What follows belongs to an exercise in optimizing a design on an open flow for a short achievable clock period and few clock cycles per item; a production flow would make more cautious choices.
In this exercise RTL edits were held to simulation tests only and were not proved equivalent to the original.

// md_lr_top
module md_lr_top (
  input  logic                         clk,
  input  logic                         rst,
  output logic                         pready,
  input  logic                         pvalid,
  input  logic [md_lr_pkg::PADDRW-1:0] paddr,
  input  md_lr_pkg::particle_t         pwdata,
  input  logic                         plast,
  input  logic                         fready,
  output logic                         fvalid,
  output logic [md_lr_pkg::PADDRW-1:0] faddr,
  output logic                         flast,
  output md_lr_pkg::force_t            fdata
);
==> flow/config.mk <==
export PLATFORM = sky130hd
export DESIGN_NAME = md_lr_top
export DESIGN_NICKNAME = md_lr_top
export VERILOG_FILES = /design/flow/design.v
export SDC_FILE = /design/flow/constraint.sdc
export NUM_CORES = 4
export LEC_CHECK = 0
export CAP_MARGIN = 20
export CORE_MARGIN = 2
export CORE_UTILIZATION = 70
export SLEW_MARGIN = 20
==> flow/constraint.sdc <==
create_clock -name core_clock -period 10.0 [get_ports {clk}]
set_input_delay 2.0000 -clock core_clock [delete_from_list [all_inputs] [get_ports {clk}]]
set_output_delay 2.0000 -clock core_clock [all_outputs]
set_load 0.01 [all_outputs]
standard.sh (not shown) runs the stock make flow with config.mk's settings and CLKGATE_MAP_FILE= SYNTH_SCRIPT=/design/flow/synth_recipe.tcl, a recipe that flattens the netlist after the stock synthesis.
==> flow/flow/run.sh <==
#!/bin/bash
# The standard layout, with repair_timing asked to leave setup slack
# beyond the design's clock period, so that it works on every path longer
# than the target. The SDC and every other setting stay the standard flow's.
set -euo pipefail
bash standard.sh SETUP_SLACK_MARGIN=6.8 finish > standard_make.log 2>&1
The baseline died in 5_1_grt on GRT-0116.
Testbench counts at the start, summed over its fixed seeds: cycles 1,374, items 1,214.
Edit:
--- a/flow/design.v
+++ b/flow/design.v
@@ -162,46 +162,46 @@
   always_ff @(posedge clk) begin
     if (accept & first_q) begin
       cur_slot <= alloc_ptr;
     end
   end
   logic                 in_v;
   logic                 in_first;
-  logic                 in_gone;          
   logic                 in_last;
   logic [3:0]           in_idx;
   md_lr_pkg::particle_t in_p;
   always_ff @(posedge clk) begin
     if (rst) begin
       in_v <= 1'b0;
     end else begin
       in_v <= accept;
     end
   end
   always_ff @(posedge clk) begin
     in_first <= first_q;
-    in_gone  <= pbyp & gr_load;
     in_last  <= plast;
     in_idx   <= paddr;
     in_p     <= pwdata;
   end
   logic [NSLOT-1:0][15:0][PW-1:0] slot_p;    
   logic [3:0]           slot_nlast [NSLOT];
   logic [NSLOT-1:0]     slot_full;
   logic [NSLOT-1:0]     slot_set;
   logic [NSLOT-1:0]     slot_clr;
   for (genvar s = 0; s < NSLOT; s++) begin : g_set
-    assign slot_set[s] = in_v & in_last & ~in_gone & (cur_slot == SW'(s));
+    assign slot_set[s] = in_v & in_last & (cur_slot == SW'(s));
   end
   always_ff @(posedge clk) begin
     for (int s = 0; s < NSLOT; s++) begin
       if (in_v & (cur_slot == SW'(s))) begin
         for (int j = 0; j < 16; j++) begin
           if (in_idx == j[3:0]) begin
             slot_p[s][j] <= in_p;
+          end else if (in_first) begin
+            slot_p[s][j][QW-1:0] <= '0;
           end
         end
         if (in_last) begin
           slot_nlast[s] <= in_idx;
         end
       end
     end
@@ -212,63 +212,53 @@
     end else begin
       slot_full <= (slot_full | slot_set) & ~slot_clr;
     end
   end
   localparam int OCAP = md_lr_pkg::OFIFO + 1;   
   logic [SW-1:0]        ld_ptr;
   logic                 byp;
-  logic                 pbyp;
-  logic [SW-1:0]        port_slot;        
-  logic                 in_same;          
-  logic [3:0]           nl_new;
   logic                 ld_rdy;
   logic                 gr_load;
   logic                 gr_v;             
   logic [PW-1:0]        gr [16];          
   logic [3:0]           gr_nlast;
   logic [3:0]           g_idx;
   logic                 g_last;
   logic                 issue;
   logic [4:0]           outst;            
   logic                 take;
   logic [5:0]           g_pos;            
-  assign port_slot = first_q ? alloc_ptr : cur_slot;
-  assign pbyp      = accept & plast & (port_slot == ld_ptr);
-  assign in_same   = in_v & ((pbyp & ~first_q) | byp);
-  assign byp       = in_v & in_last & ~in_gone & (cur_slot == ld_ptr);
-  assign ld_rdy    = slot_full[ld_ptr] | byp | pbyp;
-  assign nl_new    = pbyp ? paddr : byp ? in_idx : slot_nlast[ld_ptr];
+  assign byp       = in_v & in_last & (cur_slot == ld_ptr);
+  assign ld_rdy    = slot_full[ld_ptr] | byp;
   assign g_last    = (g_idx == gr_nlast);
   assign issue     = gr_v & (outst < 5'(OCAP));
   assign gr_load   = ld_rdy & (~gr_v | (issue & g_last));
   assign free_slot = gr_load;
   for (genvar s = 0; s < NSLOT; s++) begin : g_clr
     assign slot_clr[s] = gr_load & (ld_ptr == SW'(s));
   end
   logic [PW-1:0]        gr_new [16];
   always_comb begin
     for (int j = 0; j < 16; j++) begin
       gr_new[j] = slot_p[ld_ptr][j];
-      if (j[3:0] > nl_new) begin
-        gr_new[j][QW-1:0] = '0;
-      end
-      if (in_same & (in_idx == j[3:0])) begin
-        gr_new[j] = in_p;
-      end
-      if (pbyp & (paddr == j[3:0])) begin
-        gr_new[j] = pwdata;
+      if (byp) begin
+        if (in_idx == j[3:0]) begin
+          gr_new[j] = in_p;
+        end else if (in_first) begin
+          gr_new[j][QW-1:0] = '0;
+        end
       end
     end
   end
   always_ff @(posedge clk) begin
     if (gr_load) begin
       for (int j = 0; j < 16; j++) begin
         gr[j] <= gr_new[j];
       end
-      gr_nlast <= nl_new;
+      gr_nlast <= byp ? in_idx : slot_nlast[ld_ptr];
     end
   end
   always_ff @(posedge clk) begin
     if (rst) begin
       ld_ptr <= '0;
       gr_v   <= 1'b0;
       g_idx  <= '0;
@@ -286,17 +276,16 @@
         g_idx <= g_last ? 4'd0 : g_idx + 1'b1;
       end
       outst <= outst + {4'd0, issue} - {4'd0, take};
     end
   end
   logic [3:0]           g_idx1;           
   logic [5:0]           p0_new;
-  assign p0_new = (pbyp & (paddr == 4'd0))    ? {pwdata.z, pwdata.y, pwdata.x} :
-                  (in_same & (in_idx == 4'd0)) ? {in_p.z, in_p.y, in_p.x}
-                                               : slot_p[ld_ptr][0][PW-1:QW];
+  assign p0_new = (byp & (in_idx == 4'd0)) ? {in_p.z, in_p.y, in_p.x}
+                                           : slot_p[ld_ptr][0][PW-1:QW];
   always_ff @(posedge clk) begin
     if (gr_load) begin
       g_pos <= p0_new;
     end else if (issue & ~g_last) begin
       g_pos <= gr[g_idx1][PW-1:QW];
     end
   end
=>
- The changed run never finished: it broke off in 5_1_grt
- area after synthesis fell by 1.3%
- synthesized cell count rose by 2.1%
Testbench counts after the change, summed over its fixed seeds: cycles 1,382, items 1,214.

========
md_lr_top, a different RTL version from the one above (not shown whole).
Size in the first run: roughly 0.12 sq mm of cells after synthesis.
==> flow/design.v (excerpt) <==
module md_lr_top (
  input  logic                         clk,
  input  logic                         rst,
  output logic                         pready,
  input  logic                         pvalid,
  input  logic [md_lr_pkg::PADDRW-1:0] paddr,
  input  md_lr_pkg::particle_t         pwdata,
  input  logic                         plast,
  input  logic                         fready,
  output logic                         fvalid,
  output logic [md_lr_pkg::PADDRW-1:0] faddr,
  output logic                         flast,
  output md_lr_pkg::force_t            fdata
);
clock: 10.0 ns
lec_check: 0
cap_margin: 20
core_margin: 2
core_utilization: 40
slew_margin: 20
Scripts as last shown in full above: flow/flow/run.sh
Testbench counts at the start, summed over its fixed seeds: cycles 1,382, items 1,214.
Change:
--- a/flow/design.v
+++ b/flow/design.v
@@ -7,21 +7,21 @@
   localparam int BADDRW  = 3;                      
   localparam int MAXNUMP = 16;                     
   localparam int PADDRW  = 4;                      
   localparam int QW      = 8;                      
   localparam int GELEW   = 16;                     
   localparam int FW      = 18;                     
   localparam int NSLOT   = 4;                      
   localparam int SLOTW   = 2;
   localparam int TW      = QW + 3;                 
   localparam int RW      = 15;                     
-  localparam int OFIFO   = 6;                      
+  localparam int OFIFO   = 5;                      
   typedef struct packed {
     logic        [GADDRW-1:0] z;
     logic        [GADDRW-1:0] y;
     logic        [GADDRW-1:0] x;
     logic signed [QW-1:0]     q;                   
   } particle_t;
   typedef logic signed [GELEW-1:0] grid_elem_t;
   typedef struct packed {
     logic signed [FW-1:0] fz;
     logic signed [FW-1:0] fy;
@@ -471,74 +471,61 @@
     r3_last <= r2_last;
     r3_idx  <= r2_idx;
   end
   always_ff @(posedge clk) begin
     if (rst) begin
       r3_v <= 1'b0;
     end else begin
       r3_v <= r2_v;
     end
   end
-  logic                 r4_v, r4_last;
-  logic [3:0]           r4_idx;
-  logic [RW-1:0]        r4_f [NCOMP];
-  always_ff @(posedge clk) begin
-    for (int c = 0; c < NCOMP; c++) begin
-      r4_f[c] <= r3_s[c] + r3_c[c];
-    end
-    r4_last <= r3_last;
-    r4_idx  <= r3_idx;
-  end
-  always_ff @(posedge clk) begin
-    if (rst) begin
-      r4_v <= 1'b0;
-    end else begin
-      r4_v <= r3_v;
-    end
+  logic [RW-1:0]        fsum [NCOMP];
+  for (genvar c = 0; c < NCOMP; c++) begin : g_cpa
+    assign fsum[c] = r3_s[c] + r3_c[c];
   end
   localparam int OD  = md_lr_pkg::OFIFO;
   localparam int ODW = $clog2(OD);
   localparam int EW  = 3 * RW + 5;
   logic [EW-1:0]  ofifo [OD];
   logic [ODW-1:0] owp, orp, orp1;         
   logic [ODW:0]   ocnt;                   
   logic [ODW:0]   ocnt_nxt;
-  logic [EW-1:0]  r4_e;
+  logic [EW-1:0]  r3_e;
   logic           fvalid_q;
   logic [EW-1:0]  out_q;
   logic [EW-1:0]  head0, head1;           
   function automatic logic [ODW-1:0] oinc(input logic [ODW-1:0] a);
     oinc = (a == ODW'(OD - 1)) ? '0 : a + 1'b1;
   endfunction
-  assign r4_e     = {r4_last, r4_idx, r4_f[2], r4_f[1], r4_f[0]};
+  assign r3_e     = {r3_last, r3_idx, fsum[2], fsum[1], fsum[0]};
   assign take     = fvalid_q & fready;
-  assign ocnt_nxt = ocnt + {{ODW{1'b0}}, r4_v} - {{ODW{1'b0}}, take};
-  assign head0    = (r4_v & (owp == orp))  ? r4_e : ofifo[orp];
-  assign head1    = (r4_v & (owp == orp1)) ? r4_e : ofifo[orp1];
+  assign ocnt_nxt = ocnt + {{ODW{1'b0}}, r3_v} - {{ODW{1'b0}}, take};
+  assign head0    = (r3_v & (owp == orp))  ? r3_e : ofifo[orp];
+  assign head1    = (r3_v & (owp == orp1)) ? r3_e : ofifo[orp1];
   always_ff @(posedge clk) begin
     if (rst) begin
       owp      <= '0;
       orp      <= '0;
       orp1     <= ODW'(1);
       ocnt     <= '0;
       fvalid_q <= 1'b0;
     end else begin
-      if (r4_v) owp <= oinc(owp);
+      if (r3_v) owp <= oinc(owp);
       if (take) begin
         orp  <= orp1;
         orp1 <= oinc(orp1);
       end
       ocnt     <= ocnt_nxt;
       fvalid_q <= (ocnt_nxt != '0);
     end
   end
   always_ff @(posedge clk) begin
-    if (r4_v) ofifo[owp] <= r4_e;
+    if (r3_v) ofifo[owp] <= r3_e;
     out_q <= take ? head1 : head0;
   end
   assign fvalid   = fvalid_q;
   assign flast    = out_q[EW-1];
   assign faddr    = out_q[EW-2 -: 4];
   assign fdata.fx = {{(md_lr_pkg::FW-RW){out_q[RW-1]}}, out_q[RW-1:0]};
   assign fdata.fy = {{(md_lr_pkg::FW-RW){out_q[2*RW-1]}}, out_q[2*RW-1:RW]};
   assign fdata.fz = {{(md_lr_pkg::FW-RW){out_q[3*RW-1]}}, out_q[3*RW-1:2*RW]};
 endmodule
Result: The changed run ran to the end with no violations; setup slack degrades by 10 ps; count of clock-buffer cells in the layout came out lower by 38; synthesized cell count goes down by a few percent; synthesized area drops by a few percent; final cell count goes down by a few percent; die area falls by a few percent; routed wire length shrinks by a few percent.
Testbench counts after the change, summed over its fixed seeds: cycles 1,374, items 1,214.

static timing again, ports no longer ideal:
How much do the figures lean on ideal ports? The routed layouts below were timed once more, with nothing changed but the port constraints.
Step 1 (the two cells are an assumption about what drives the block):
set clk [get_ports {clk}]
set_driving_cell -lib_cell sky130_fd_sc_hd__clkbuf_16 $clk
set_driving_cell -lib_cell sky130_fd_sc_hd__buf_2 [delete_from_list [all_inputs] $clk]
Step 2 times the ports against the registers' clock, not the clock port: input delays grow and output delays shrink by t, the midpoint of the rising clock arrivals with the driver on.
Slacks: ideal / step 1 / step 2; pairs: ideal / step 1.
run	t (ns)	setup slack, ns	cell pins on the clock port's net
the first run of note 2	0.966	6.621 / 6.524 / 5.855	1
the second run of note 2	0.968	6.611 / 6.514 / 5.845	1
After both steps setup and hold are still met in every run listed.
